This design comes from an exercise in tuning for small area, a short achievable clock period and few clock cycles per item on the open sky130 flow, not from production work. Function was checked by simulation only, so behaviour that the tests miss may differ from the original. No activity file was given, so power comes from the tool's default toggle rates.

<file path="design/flow/run.sh">
#!/bin/bash
# synth_recipe.tcl (not shown) runs the flow's synth.tcl, then flattens the netlist and writes it again
# the make line also repeats each setting of config.mk as NAME=value (left out here)
make -C /OpenROAD-flow-scripts/flow DESIGN_CONFIG=/design/flow/config.mk WORK_HOME=/design/flow/orfs CLKGATE_MAP_FILE= SYNTH_SCRIPT=/design/flow/synth_recipe.tcl finish
</file>
<file path="design/flow/config.mk">
export PLATFORM = sky130hd
export DESIGN_NAME = pixel_alu
export DESIGN_NICKNAME = pixel_alu
export VERILOG_FILES = /design/flow/design.v
export SDC_FILE = /design/flow/constraint.sdc
export NUM_CORES = 4
export LEC_CHECK = 0
export CAP_MARGIN = 20
export CORE_MARGIN = 2
export CORE_UTILIZATION = 40
export PLACE_DENSITY = 0.6
export SLEW_MARGIN = 20
</file>
<file path="design/flow/constraint.sdc">
create_clock -name core_clock -period 8.0 [get_ports {clk}]
set_input_delay 1.6000 -clock core_clock [delete_from_list [all_inputs] [get_ports {clk}]]
set_output_delay 1.6000 -clock core_clock [all_outputs]
set_load 0.01 [all_outputs]
</file>
<file path="design/flow/design.v">
`timescale 1ns/1ps
module lane_alu (
	input  logic [23:0] pixel,
	input  logic [1:0]  op,
	input  logic [1:0]  color,
	input  logic [7:0]  scalar,
	output logic [23:0] result,
	output logic        carry
);
	logic [7:0] chan;
	logic [7:0] chan_res;
	logic [8:0] sum;
	logic [8:0] diff;
	logic [15:0] prod;
	always_comb begin
		case (color)
			2'd0:    chan = pixel[23:16];
			2'd1:    chan = pixel[15:8];
			default: chan = pixel[7:0];
		endcase
	end
	assign sum  = {1'b0, chan} + {1'b0, scalar};
	assign diff = {1'b0, chan} - {1'b0, scalar};  
	assign prod = chan * scalar;
	always_comb begin
		case (op)
			2'd0: begin
				chan_res = sum[7:0];
				carry    = sum[8];
			end
			2'd1: begin
				chan_res = diff[7:0];
				carry    = diff[8];
			end
			2'd2: begin
				chan_res = prod[7:0];
				carry    = |prod[15:8];  
			end
			default: begin
				chan_res = chan;
				carry    = 1'b0;
			end
		endcase
	end
	always_comb begin
		result = pixel;
		case (color)
			2'd0:    result[23:16] = chan_res;
			2'd1:    result[15:8]  = chan_res;
			default: result[7:0]   = chan_res;
		endcase
	end
endmodule
`timescale 1ns/1ps
module vector_alu #(
	parameter int lanes = 8
) (
	input  logic                  clk,
	input  logic                  rst_n,
	input  logic [1:0]            op,
	input  logic [1:0]            color,
	input  logic [7:0]            scalar,
	input  logic [24*lanes-1:0]   pixels,
	input  logic                  start,
	output logic [24*lanes-1:0]   results,
	output logic [lanes-1:0]      carry,
	output logic                  done
);
	logic [24*lanes-1:0] lane_res;
	logic [lanes-1:0] lane_carry;
	for (genvar i = 0; i < lanes; i++) begin : g_lane
		lane_alu u_lane (
			.pixel  (pixels[24*i +: 24]),
			.op     (op),
			.color  (color),
			.scalar (scalar),
			.result (lane_res[24*i +: 24]),
			.carry  (lane_carry[i])
		);
	end
	always_ff @(posedge clk) begin
		if (!rst_n) begin
			results <= '0;
			carry   <= '0;
			done    <= 1'b0;
		end else begin
			done <= start;
			if (start) begin
				results <= lane_res;
				carry   <= lane_carry;
			end
		end
	end
endmodule
`timescale 1ns/1ps
module alu_regs #(
	parameter int lanes = 8
) (
	input  logic                clk,
	input  logic                rst_n,
	input  logic [7:0]          awaddr,
	input  logic                awvalid,
	output logic                awready,
	input  logic [31:0]         wdata,
	input  logic [3:0]          wstrb,
	input  logic                wvalid,
	output logic                wready,
	output logic [1:0]          bresp,
	output logic                bvalid,
	input  logic                bready,
	input  logic [7:0]          araddr,
	input  logic                arvalid,
	output logic                arready,
	output logic [31:0]         rdata,
	output logic [1:0]          rresp,
	output logic                rvalid,
	input  logic                rready,
	output logic [1:0]          op,
	output logic [1:0]          color,
	output logic [7:0]          scalar,
	output logic [24*lanes-1:0] pixels,
	output logic                start,
	input  logic [24*lanes-1:0] results,
	input  logic [lanes-1:0]    carry,
	input  logic                done
);
	localparam logic [1:0] resp_okay   = 2'b00;
	localparam logic [1:0] resp_slverr = 2'b10;
	logic aw_ready_q;
	logic b_valid_q;
	logic [1:0] b_resp_q;
	logic ar_ready_q;
	logic r_valid_q;
	logic [1:0] r_resp_q;
	logic [31:0] r_data_q;
	logic done_q;
	logic wr_fire;
	logic rd_fire;
	logic [2:0] wr_idx;
	logic [2:0] rd_idx;
	logic wr_pixel;
	logic wr_ctrl;
	logic [1:0] wr_op;
	logic [1:0] wr_color;
	logic [31:0] rd_data;
	logic rd_err;
	logic [7:0] carry_byte;
	assign awready = aw_ready_q;
	assign wready  = aw_ready_q;
	assign bresp   = b_resp_q;
	assign bvalid  = b_valid_q;
	assign arready = ar_ready_q;
	assign rdata   = r_data_q;
	assign rresp   = r_resp_q;
	assign rvalid  = r_valid_q;
	assign wr_fire = aw_ready_q && awvalid && wvalid;
	assign rd_fire = ar_ready_q && arvalid;
	assign wr_idx   = awaddr[4:2];
	assign wr_op    = wdata[9:8];
	assign wr_color = wdata[11:10];
	assign wr_pixel = awaddr[1:0] == 2'b00
		&& awaddr[7:5] == 3'b000
		&& {29'd0, wr_idx} < lanes;
	assign wr_ctrl = awaddr == 8'h20
		&& wr_op != 2'd3 && wr_color != 2'd3;  
	always_ff @(posedge clk) begin
		if (!rst_n) begin
			aw_ready_q <= 1'b0;
			b_valid_q  <= 1'b0;
			b_resp_q   <= resp_okay;
			op         <= 2'd0;
			color      <= 2'd0;
			scalar     <= 8'd0;
			start      <= 1'b0;
			done_q     <= 1'b0;
		end else begin
			aw_ready_q <= awvalid && wvalid && !b_valid_q && !aw_ready_q;
			start      <= 1'b0;
			if (done)
				done_q <= 1'b1;
			if (wr_fire) begin
				b_valid_q <= 1'b1;
				b_resp_q  <= (wr_pixel || wr_ctrl) ? resp_okay : resp_slverr;
				if (wr_ctrl) begin
					op     <= wr_op;
					color  <= wr_color;
					scalar <= wdata[7:0];
					start  <= 1'b1;
					done_q <= 1'b0;  
				end
			end else if (b_valid_q && bready) begin
				b_valid_q <= 1'b0;
			end
		end
	end
	always_ff @(posedge clk) begin
		if (wr_fire && wr_pixel) begin
			for (int b = 0; b < 3; b++) begin
				if (wstrb[b])
					pixels[24*wr_idx + 8*b +: 8] <= wdata[8*b +: 8];
			end
		end
	end
	assign rd_idx     = araddr[4:2];
	assign carry_byte = 8'(carry);
	always_comb begin
		rd_data = '0;
		rd_err  = 1'b0;
		if (araddr[1:0] != 2'b00) begin
			rd_err = 1'b1;
		end else if (araddr[7:5] == 3'b000) begin
			if ({29'd0, rd_idx} < lanes)
				rd_data[23:0] = pixels[24*rd_idx +: 24];
			else
				rd_err = 1'b1;
		end else if (araddr == 8'h20) begin
			rd_data[7:0]   = scalar;
			rd_data[9:8]   = op;
			rd_data[11:10] = color;
		end else if (araddr == 8'h24) begin
			rd_data[0]    = done_q | done;  
			rd_data[15:8] = carry_byte;
		end else if (araddr[7:5] == 3'b010) begin
			if ({29'd0, rd_idx} < lanes)
				rd_data[23:0] = results[24*rd_idx +: 24];
			else
				rd_err = 1'b1;
		end else begin
			rd_err = 1'b1;
		end
	end
	always_ff @(posedge clk) begin
		if (!rst_n) begin
			ar_ready_q <= 1'b0;
			r_valid_q  <= 1'b0;
			r_resp_q   <= resp_okay;
			r_data_q   <= '0;
		end else begin
			ar_ready_q <= arvalid && !r_valid_q && !ar_ready_q;
			if (rd_fire) begin
				r_valid_q <= 1'b1;
				r_resp_q  <= rd_err ? resp_slverr : resp_okay;
				r_data_q  <= rd_data;
			end else if (r_valid_q && rready) begin
				r_valid_q <= 1'b0;
			end
		end
	end
endmodule
`timescale 1ns/1ps
module pixel_alu (
	input  logic        clk,
	input  logic        rst_n,
	input  logic [7:0]  s_awaddr,
	input  logic        s_awvalid,
	output logic        s_awready,
	input  logic [31:0] s_wdata,
	input  logic [3:0]  s_wstrb,
	input  logic        s_wvalid,
	output logic        s_wready,
	output logic [1:0]  s_bresp,
	output logic        s_bvalid,
	input  logic        s_bready,
	input  logic [7:0]  s_araddr,
	input  logic        s_arvalid,
	output logic        s_arready,
	output logic [31:0] s_rdata,
	output logic [1:0]  s_rresp,
	output logic        s_rvalid,
	input  logic        s_rready
);
	localparam int lanes = 8;
	logic [1:0] op;
	logic [1:0] color;
	logic [7:0] scalar;
	logic [24*lanes-1:0] pixels;
	logic [24*lanes-1:0] results;
	logic [lanes-1:0] carry;
	logic start;
	logic done;
	alu_regs #(
		.lanes (lanes)
	) u_regs (
		.clk     (clk),
		.rst_n   (rst_n),
		.awaddr  (s_awaddr),
		.awvalid (s_awvalid),
		.awready (s_awready),
		.wdata   (s_wdata),
		.wstrb   (s_wstrb),
		.wvalid  (s_wvalid),
		.wready  (s_wready),
		.bresp   (s_bresp),
		.bvalid  (s_bvalid),
		.bready  (s_bready),
		.araddr  (s_araddr),
		.arvalid (s_arvalid),
		.arready (s_arready),
		.rdata   (s_rdata),
		.rresp   (s_rresp),
		.rvalid  (s_rvalid),
		.rready  (s_rready),
		.op      (op),
		.color   (color),
		.scalar  (scalar),
		.pixels  (pixels),
		.start   (start),
		.results (results),
		.carry   (carry),
		.done    (done)
	);
	vector_alu #(
		.lanes (lanes)
	) u_alu (
		.clk     (clk),
		.rst_n   (rst_n),
		.op      (op),
		.color   (color),
		.scalar  (scalar),
		.pixels  (pixels),
		.start   (start),
		.results (results),
		.carry   (carry),
		.done    (done)
	);
endmodule
</file>
==> metrics.md <==
| Metric | Value |
|---|---|
| Final setup fails | 0 |
| Clock-pin slew on the worst setup and hold paths | 70 ps |
| Root buffer cell | clkbuf_16 |
| Status | complete, no violations |
| Pleak | 0.0224 uW |
| P&R area growth vs syn | 8.41% |
| 1st-iter DRT viols | 6967 |
| Synth cell types | 102 |
| Critical Path Fanout Max | 66 |
| Post-synthesis compound-gate area fraction | 0.225 |
| DPL Wire Length | 162000 um |
| First-pass GRT wire length | 316000 um |
| Avg WL per Cell | 29.2 um |
| Vias in the first global route | 46300 |
| Gpl congestion | 1.04 |
| Hold_buf cts | 0 |
| Final Hold Vio Count | 0 |
| RSZ-0062 raised after global routing | false |
| Hold_sp | u_regs.b_valid_q |
| TritonCTS Buffers | 53 |
| CTS tree | built |
| Worst hold stages | 1 |
| Adder-Cell Fraction of Synth Area | 0.227 |
| H-tree levels | 2 |
| Antenna-violating nets left | 0 |
| Post-CTS sizing | 0 |
| Peak VDD IR | 159 uV |
| Sequential cell area | 10700 um^2 |
| Yosys warns | 3 |
| Final-layout fill cell count | 12400 |
| R2R Path End | u_alu.carry[7] |
| Setup bufs post-CTS | 0 |
| Core area | 126000 um^2 |
| Worst r2r src | u_regs.color[1] |
| Setup TNS Final | 0 ps |
| Crit start category | flip-flop |
| Clk latency of the worst-skew pair | 660 ps |
| Cell taking the most area after synthesis | fa_1 |
| Layout cells sized above 1 | 0.0768 |
| Worst-margin pin slew | 1250 ps |
| # Max-Cap Violations | 0 |
| Final wirelength | 219000 um |
| Global Route Usage Sum | 0.326 |
| Avg Cell Area, Syn | 8.58 um^2 |
| Initial Util | 0.403 |
| Area occupied by multi-input gates | 36200 um^2 |
| Via count | 48900 |
| Post-synthesis xor/xnor area fraction | 0.0158 |
| Worst R2R Path Depth | 18 |
| Hold WC Path Type | reg2reg |
| Rel. slew slack | 0.164 |
| Synthesized instance count | 5897 |
| Avg Vias per Cell | 6.54 |
| Ports | 100 |
| Crit path DAT | 7480 ps |
| Rows | 130 |
| Largest net degree at the start of global routing | 157 |
| Port bufs | 80 |
| Die area | 129000 um^2 |
| Reg2Reg Setup Slack | 990 ps |
| Final #Nets | 6569 |
| Pins Over Slew Limit | 0 |
| Max frequency | 143 MHz |
| Yosys reg bits | 437 |
| Top cells by area, synth | fa_1 (12%), edfxtp_1 (11%), ha_1 (11%), dfxtp_1 (9.7%), mux2i_1 (4.7%) |
| Async S/R FF share, synth | 0 |
| Tmin final | 7010 ps |
| WHS Endpoint | u_regs.aw_ready_q |
| Deepest clock path buffer count | 3 |
| Die Wd | 360 um |
| Post-synth top area share | 0.121 |
| Synthesized area | 50600 um^2 |
| Crit share post-route | 0.877 |
| Die H | 360 um |
| Critical Setup Path Class | reg2reg |
| Simple-gate share of the synthesized area | 0.150 |
| Pre-antenna DRT Iters | 8 |
| Post-synth EDFFs | 192 |
| PD cells | 105 nW/um^2 |
| Clock skew | 44.2 ps |
| Prevailing post-synth register cell | dfxtp_1 |
| Critical Path RT | 8460 ps |
| Drc violations | 0 |
| CP endpoint kind | flip-flop |
| Initial antenna violation count | 7 |
| Mux cell area share after synthesis | 0.0943 |
| CTS sink count | 437 |
| Grt ovf | 0 |
| Post-synthesis sequential area ratio | 0.211 |
| Combinational family with the most area after synthesis | adder cells |
| Tot Pwr | 5760 uW |
[cell usage in the layout, fill, tap and decap left out, types with 49 or more instances in the layout]
master | netlist | layout
nor2_1 | 624 | 622
inv_1 | 575 | 567
nand2_1 | 546 | 542
ha_1 | 429 | 429
fa_1 | 305 | 305
a21oi_1 | 249 | 249
mux2i_1 | 239 | 239
dfxtp_1 | 245 | 235
o21ai_0 | 231 | 225
o22ai_1 | 202 | 202
edfxtp_1 | 192 | 192
o2bb2ai_1 | 143 | 143
buf_4 | 25 | 140
nand3_1 | 108 | 108
a32oi_1 | 107 | 107
mux4_2 | 104 | 104
o21a_1 | 83 | 83
a211oi_1 | 76 | 76
clkdlybuf4s50_1 | 0 | 76
and2_1 | 72 | 72
nor3_1 | 67 | 61
a311oi_1 | 56 | 56
clkbuf_16 | 0 | 54
xnor2_1 | 52 | 52
a2bb2oi_1 | 49 | 49
[cell families after synthesis]
| family | Yosys count |
|---|---|
| AO/OA/AOI/OAI | 1613 |
| XOR/XNOR | 87 |
| adder cells (fa/ha/maj) | 734 |
| buffers and inverters | 985 |
| flip-flops | 437 |
| multiplexers | 346 |
| other | 1 |
| AND/OR/NAND/NOR | 1694 |
[registers in the layout, summed over array words and instances (netlist names)]
signal / count
u_alu.carry: 8
u_alu.done: 1
u_alu.results: 192
u_regs.ar_ready_q: 1
u_regs.aw_ready_q: 1
u_regs.b_resp_q: 1
u_regs.b_valid_q: 1
u_regs.color: 2
u_regs.done_q: 1
u_regs.op: 2
u_regs.pixels: 192
u_regs.r_data_q: 24
u_regs.r_resp_q: 1
u_regs.r_valid_q: 1
u_regs.scalar: 8
u_regs.start: 1
[metrics by stage]
stage | setup slack (ps) | cell area, um^2 | util | hold WS, ps | std cells
2_1_floorplan | 566 | 50600 | - | 437 | 5906
3_3_place_gp | 1060 | 53000 | 0.422 | 439 | 7370
3_5_place_dp | 925 | 53000 | 0.422 | 442 | 7370
4_1_cts | 1060 | 54800 | 0.436 | 451 | 7469
5_1_grt | 627 | 54800 | 0.436 | 475 | 7470
6_report | 987 | 54800 | 0.437 | 455 | 7478
[synthesized netlist by cell type (83+ instances only)]
| cell | count |
|---|---|
| clkbuf_1 | 297 |
| o21a_1 | 83 |
| fa_1 | 305 |
| nand2_1 | 546 |
| edfxtp_1 | 192 |
| o21ai_0 | 231 |
| nand3_1 | 108 |
| mux4_2 | 104 |
| o22ai_1 | 202 |
| a21oi_1 | 249 |
| inv_1 | 575 |
| mux2i_1 | 239 |
| ha_1 | 429 |
| a32oi_1 | 107 |
| nor2_1 | 624 |
| o2bb2ai_1 | 143 |
| dfxtp_1 | 245 |
[worst max path at each step]
stage | from | endpoint | slack, ps | cells after the start
after detailed placement | s_awaddr[3] | u_regs.pixels[110] | 920 | 17
after global placement | s_awaddr[3] | u_regs.pixels[110] | 1060 | 17
after CTS | u_regs.color[0] | u_alu.carry[7] | 1060 | 21
final | u_regs.color[1] | u_alu.carry[7] | 990 | 18
after global routing | u_regs.color[1] | u_alu.carry[7] | 630 | 21
after floorplan | s_awaddr[1] | u_regs.pixels[0] | 570 | 3
[cell type report]
cell class,instances,share of cell area
inverters,580,0.0398
clock inverters,21,0.00399
well taps,1650,0.0377
repair buffers,220,0.0341
multi-input cells,4484,0.660
diodes,8,0.000365
clock buffers,78,0.0294
flip-flops and latches,437,0.195
[per-layer routing]
layer	track usage	up-vias	routed length [um]	part of all wire
met5	0	-	0	0
met4	0.191	0	15300	0.070
met3	0.109	685	29700	0.14
met2	0.469	3126	89600	0.41
met1	0.423	24000	84000	0.38
li1	-	21100	-	-
[report_power, final]
group	internal [uW]	switching (uW)	total [uW]	leakage, uW
clock	1470	1120	2590	0.000911
sequential	2330	2.52	2330	0.00368
combinational	215	618	834	0.0178
[critical path: stages, from the launching register on]
cell       delay [ps]
dfxtp_4           900
buf_4             520
o21a_1            450
inv_1             240
ha_1              310
fa_1              490
ha_1              290
inv_1              50
fa_1              470
inv_1              50
fa_1              430
ha_1              280
a211oi_1          540
o21bai_1          140
a2111oi_0         560
o21bai_1          130
a2111oi_0         480
a41o_1            320
a221oi_1           90
Testbench counts, summed over its fixed seeds: cycles 10,368, ops 192.

-- afterwards: timing with drivers on the ports --
In the flow no input, the clock included, has a driving cell. The finished layout below was timed again as built, in two steps. Step 1, drivers: a clkbuf_16 drives clk and a buf_2 each remaining input, both assumed. Step 2 adds t to the input delays and takes it off the output delays; t is the mean of the earliest and latest rising clock arrival at the registers after step 1. Input paths then give back, and output paths get back, about the clock's delay inside the block. Slacks: ideal ports / drivers / drivers and shift; pairs: ideal ports / drivers.
t, ns: 0.711
setup slack, ns: 0.987 / 0.987 / 0.678
worst setup path at the end: input to register
After both steps setup and hold are still met in this run. The setup slack of this run moves by 0.000 ns with the drivers and by -0.309 ns with both steps.
